What follows belongs to an exercise in optimizing a design on an open flow for small area, a short achievable clock period and few clock cycles per item; a production flow would make more cautious choices.
Only simulation tests tie the RTL to the original design; equivalence was not proved.
No activity file was given, so power comes from the tool's default toggle rates.

the previous run:
## dijkstra_top
module dijkstra_top
(
    input  logic    clk,
    input  logic    reset,
    input  logic    edge_valid,
    input  logic [4-1:0]   node_count,
    input  logic [4-1:0]   edge_src,
    input  logic [4-1:0]   edge_dst,
    input  logic [4-1:0] edge_weight,
    input  logic    edge_last,
    input  logic    dist_ready,
    output logic    edge_ready,
    output logic    dist_valid,
    output logic [4-1:0]   dist_node,
    output logic [8-1:0]   dist_value,
    output logic    dist_last
);
==> module dijkstra_top, before the edit <==
module dijkstra_top
(
    input  logic    clk,
    input  logic    reset,
    input  logic    edge_valid,
    input  logic [4-1:0]   node_count,
    input  logic [4-1:0]   edge_src,
    input  logic [4-1:0]   edge_dst,
    input  logic [4-1:0] edge_weight,
    input  logic    edge_last,
    input  logic    dist_ready,
    output logic    edge_ready,
    output logic    dist_valid,
    output logic [4-1:0]   dist_node,
    output logic [8-1:0]   dist_value,
    output logic    dist_last
);
    localparam int NE = 24;
    localparam int NN = 16;
    localparam logic [7:0] INF = 8'd255;
    logic       in_v, in_last;
    logic [3:0] in_a, in_b, in_w, in_last_node;
    logic [3:0] ea [NE];           
    logic [3:0] eb [NE];           
    logic [3:0] ew [NE];           
    logic [NE-1:0] evalid;         
    logic [NE-1:0] dirty;
    logic [4:0] cnt;               
    logic       loaded;            
    logic [3:0] load_last_node;
    logic       dinit;             
    logic [7:0] d [NN];
    logic       fv;
    logic [4:0] fk;
    logic [3:0] fa, fb, fw;
    logic       rv, rok;
    logic [4:0] rk;
    logic [3:0] ra, rb, rw;
    logic [7:0] rda, rdb;
    logic [4:0] rr;                
    logic [3:0] s_idx, s_last_node;
    logic [NN-1:0] own;
    always_comb for (int i = 0; i < NN; i++) own[i] = (i == 0) || !dist_valid || (4'(i) < s_idx);
    logic [NE-1:0] hi_mask, cand_hi;
    logic          any_dirty, any_hi;
    logic [4:0]    pick_lo, pick_hi, pick;
    always_comb begin
        for (int j = 0; j < NE; j++) hi_mask[j] = (5'(j) >= rr);
        cand_hi   = dirty & hi_mask;
        any_dirty = |dirty;
        any_hi    = |cand_hi;
        pick_lo = '0;
        for (int j = NE-1; j >= 0; j--) if (dirty[j]) pick_lo = 5'(j);
        pick_hi = '0;
        for (int j = NE-1; j >= 0; j--) if (cand_hi[j]) pick_hi = 5'(j);
        pick = any_hi ? pick_hi : pick_lo;
    end
    wire do_pick = any_dirty;
    function automatic logic improves(input logic [7:0] dto, input logic [7:0] dfrom,
                                      input logic [3:0] w);
        logic [9:0] x, y, z, s, c;
        logic [10:0] t;
        x = {2'b00, dto};
        y = {2'b11, ~dfrom};
        z = {6'b111111, ~w};
        s = x ^ y ^ z;
        c = {(x[8:0] & y[8:0]) | (x[8:0] & z[8:0]) | (y[8:0] & z[8:0]), 1'b0};
        t = {s, 1'b1} + {c, 1'b1};     
        improves = ~t[10];
    endfunction
    logic [8:0] ca, cb;            
    logic       upd_a, upd_b, chg, bounce;
    logic [3:0] wnode;
    logic [7:0] wval;
    always_comb begin
        cb = {1'b0, rda} + {5'b0, rw};
        ca = {1'b0, rdb} + {5'b0, rw};
        upd_b  = rv && rok && improves(rdb, rda, rw);
        upd_a  = rv && rok && improves(rda, rdb, rw);    
        chg    = upd_a || upd_b;
        bounce = rv && !rok;
        wnode  = upd_b ? rb : ra;
        wval   = upd_b ? cb[7:0] : ca[7:0];
    end
    logic [NE-1:0] ma, mb, mark;
    always_comb begin
        for (int j = 0; j < NE; j++) begin
            ma[j] = evalid[j] && (ea[j] == ra || eb[j] == ra) &&
                    !(rk == 5'(j)) && !(fv && fk == 5'(j));
            mb[j] = evalid[j] && (ea[j] == rb || eb[j] == rb) &&
                    !(rk == 5'(j)) && !(fv && fk == 5'(j));
            mark[j] = (upd_a && ma[j]) || (upd_b && mb[j]);
        end
    end
    logic [7:0] fda, fdb;
    always_comb begin
        if (upd_b && rb == fa)      fda = cb[7:0];
        else if (upd_a && ra == fa) fda = ca[7:0];
        else                        fda = d[fa];
        if (upd_b && rb == fb)      fdb = cb[7:0];
        else if (upd_a && ra == fb) fdb = ca[7:0];
        else                        fdb = d[fb];
    end
    logic [NN-1:0] reached;
    always_comb for (int i = 0; i < NN; i++) reached[i] = own[i] && (d[i] != INF);
    logic new_dirty;
    always_comb new_dirty = reached[in_a] || reached[in_b] ||
                            (upd_a && (in_a == ra || in_b == ra)) ||
                            (upd_b && (in_a == rb || in_b == rb));
    always_comb for (int j = 0; j < NE; j++) evalid[j] = 5'(j) < cnt;
    wire done   = loaded && !any_dirty && !fv && !rv && !dist_valid;
    wire s_fire = dist_valid && dist_ready;
    always_ff @(posedge clk) begin
        if (!reset) begin
            in_v       <= 1'b0;
            edge_ready <= 1'b1;
            dirty      <= '0;
            cnt        <= '0;
            loaded     <= 1'b0;
            dinit      <= 1'b1;
            fv         <= 1'b0;
            rv         <= 1'b0;
            rr         <= '0;
            dist_valid <= 1'b0;
        end else begin
            dinit <= 1'b0;
            in_v <= edge_valid && edge_ready;
            if (edge_valid && edge_ready && edge_last) edge_ready <= 1'b0;
            if (in_v) begin
                cnt         <= cnt + 1'b1;
                if (in_last) loaded <= 1'b1;
            end
            for (int j = 0; j < NE; j++) begin
                if (do_pick && pick == 5'(j))
                    dirty[j] <= 1'b0;
                else if (mark[j] || (bounce && rk == 5'(j)))
                    dirty[j] <= 1'b1;
            end
            if (in_v) dirty[cnt] <= new_dirty;
            fv <= do_pick;
            rv <= fv;
            if (do_pick) rr <= (pick == 5'(NE-1)) ? 5'd0 : pick + 1'b1;
            if (done) begin
                loaded      <= 1'b0;
                dirty       <= '0;
                cnt         <= '0;
                edge_ready  <= 1'b1;
                dist_valid  <= 1'b1;
                s_idx       <= '0;
                s_last_node <= load_last_node;
                dist_last   <= 1'b0;
                dist_value  <= 8'd0;            
            end else if (s_fire) begin
                if (dist_last) dist_valid <= 1'b0;
                s_idx      <= s_idx + 1'b1;
                dist_last  <= (s_idx + 1'b1) == s_last_node;
                dist_value <= d[s_idx + 1'b1];
            end
        end
    end
    always_ff @(posedge clk) begin
        in_a    <= edge_src;
        in_b    <= edge_dst;
        in_w    <= edge_weight;
        in_last <= edge_last;
        in_last_node <= node_count - 1'b1;
        if (in_v) begin
            ea[cnt] <= in_a;
            eb[cnt] <= in_b;
            ew[cnt] <= in_w;
            load_last_node <= in_last_node;
        end
        if (do_pick) begin
            fk <= pick;
            fa <= ea[pick];
            fb <= eb[pick];
            fw <= ew[pick];
        end
        if (fv) begin
            rk  <= fk;
            ra  <= fa;
            rb  <= fb;
            rw  <= fw;
            rda <= fda;
            rdb <= fdb;
            rok <= own[fa] && own[fb];
        end
        d[0] <= 8'd0;
        for (int i = 1; i < NN; i++) begin
            if (dinit)
                d[i] <= INF;
            else if (chg && wnode == 4'(i))
                d[i] <= wval;
            else if (dist_valid && s_idx == 4'(i))
                d[i] <= INF;           
        end
    end
    assign dist_node = s_idx;
endmodule
Settings: LEC_CHECK=0, CAP_MARGIN=20, CORE_MARGIN=2, CORE_UTILIZATION=40, SLEW_MARGIN=20; clock period 12.0 ns.
run.sh (not shown) runs the stock make flow with config.mk's settings and CLKGATE_MAP_FILE= SYNTH_SCRIPT=/design/flow/synth_recipe.tcl, a recipe that flattens the netlist after the stock synthesis.
Testbench counts of the previous run, summed over its fixed seeds: cycles 12,684, jobs 320.
Relative to the previous run, the following input files were edited for the current run:
--- a/flow/design.v
+++ b/flow/design.v
@@ -81,19 +81,15 @@
         chg    = upd_a || upd_b;
         bounce = rv && !rok;
         wnode  = upd_b ? rb : ra;
         wval   = upd_b ? cb[7:0] : ca[7:0];
     end
-    logic [NE-1:0] ma, mb, mark;
+    logic [NE-1:0] mark;
     always_comb begin
-        for (int j = 0; j < NE; j++) begin
-            ma[j] = evalid[j] && (ea[j] == ra || eb[j] == ra) &&
-                    !(rk == 5'(j)) && !(fv && fk == 5'(j));
-            mb[j] = evalid[j] && (ea[j] == rb || eb[j] == rb) &&
-                    !(rk == 5'(j)) && !(fv && fk == 5'(j));
-            mark[j] = (upd_a && ma[j]) || (upd_b && mb[j]);
-        end
+        for (int j = 0; j < NE; j++)
+            mark[j] = chg && evalid[j] && (ea[j] == wnode || eb[j] == wnode) &&
+                      !(rk == 5'(j)) && !(fv && fk == 5'(j));
     end
     logic [7:0] fda, fdb;
     always_comb begin
         if (upd_b && rb == fa)      fda = cb[7:0];
         else if (upd_a && ra == fa) fda = ca[7:0];
Notes after the runs:
- Per the final summary, the current run finished and its layout is clean on timing, DRC and antenna.
- Comparing the current run and the previous run, the lower non-clock buffer count is on the previous run.
- What the previous run reported for power spent charging and discharging nets has to be multiplied by 1.06 to get the figure for the current run.
- Re depth of the critical timing path with buffers and inverters included: no difference whatsoever between the current run and the previous run.
- Changes observed in the current run relative to the previous run: setup slack after layout climbed 0.10 ns, routing usage on met2 went up, wire length of the first global-routing pass down 8.6%, total power increased 0.95%.
- Higher part of the cycle the worst path needs goes to the previous run over the current run.
- The current run does better than the previous run on power dissipated in the clock network.
Testbench counts of the current run, summed over its fixed seeds: cycles 12,684, jobs 320.

## re-timing with driven ports
Ports are ideal in the flow. The routed layouts listed here were re-timed in OpenROAD.
Step 1 assumes that a clkbuf_16 drives the clock port and a buf_2 every other input.
Step 2, shift: input delay + t, output delay - t, t = (earliest + latest rising clock arrival at the registers) / 2. This alone moves slack from input paths to output paths.
Slacks: no drivers / after step 1 / after step 2; pairs: no drivers / after step 1.
| run | t, ns | setup slack, ns | clock arrival spread, ns |
|---|---|---|---|
| the previous run | 0.699 | 6.599 / 6.599 / 6.599 | 0.052 / 0.051 |
| the current run | 0.705 | 6.702 / 6.702 / 6.702 | 0.042 / 0.042 |
After both steps every run listed still meets setup and hold.
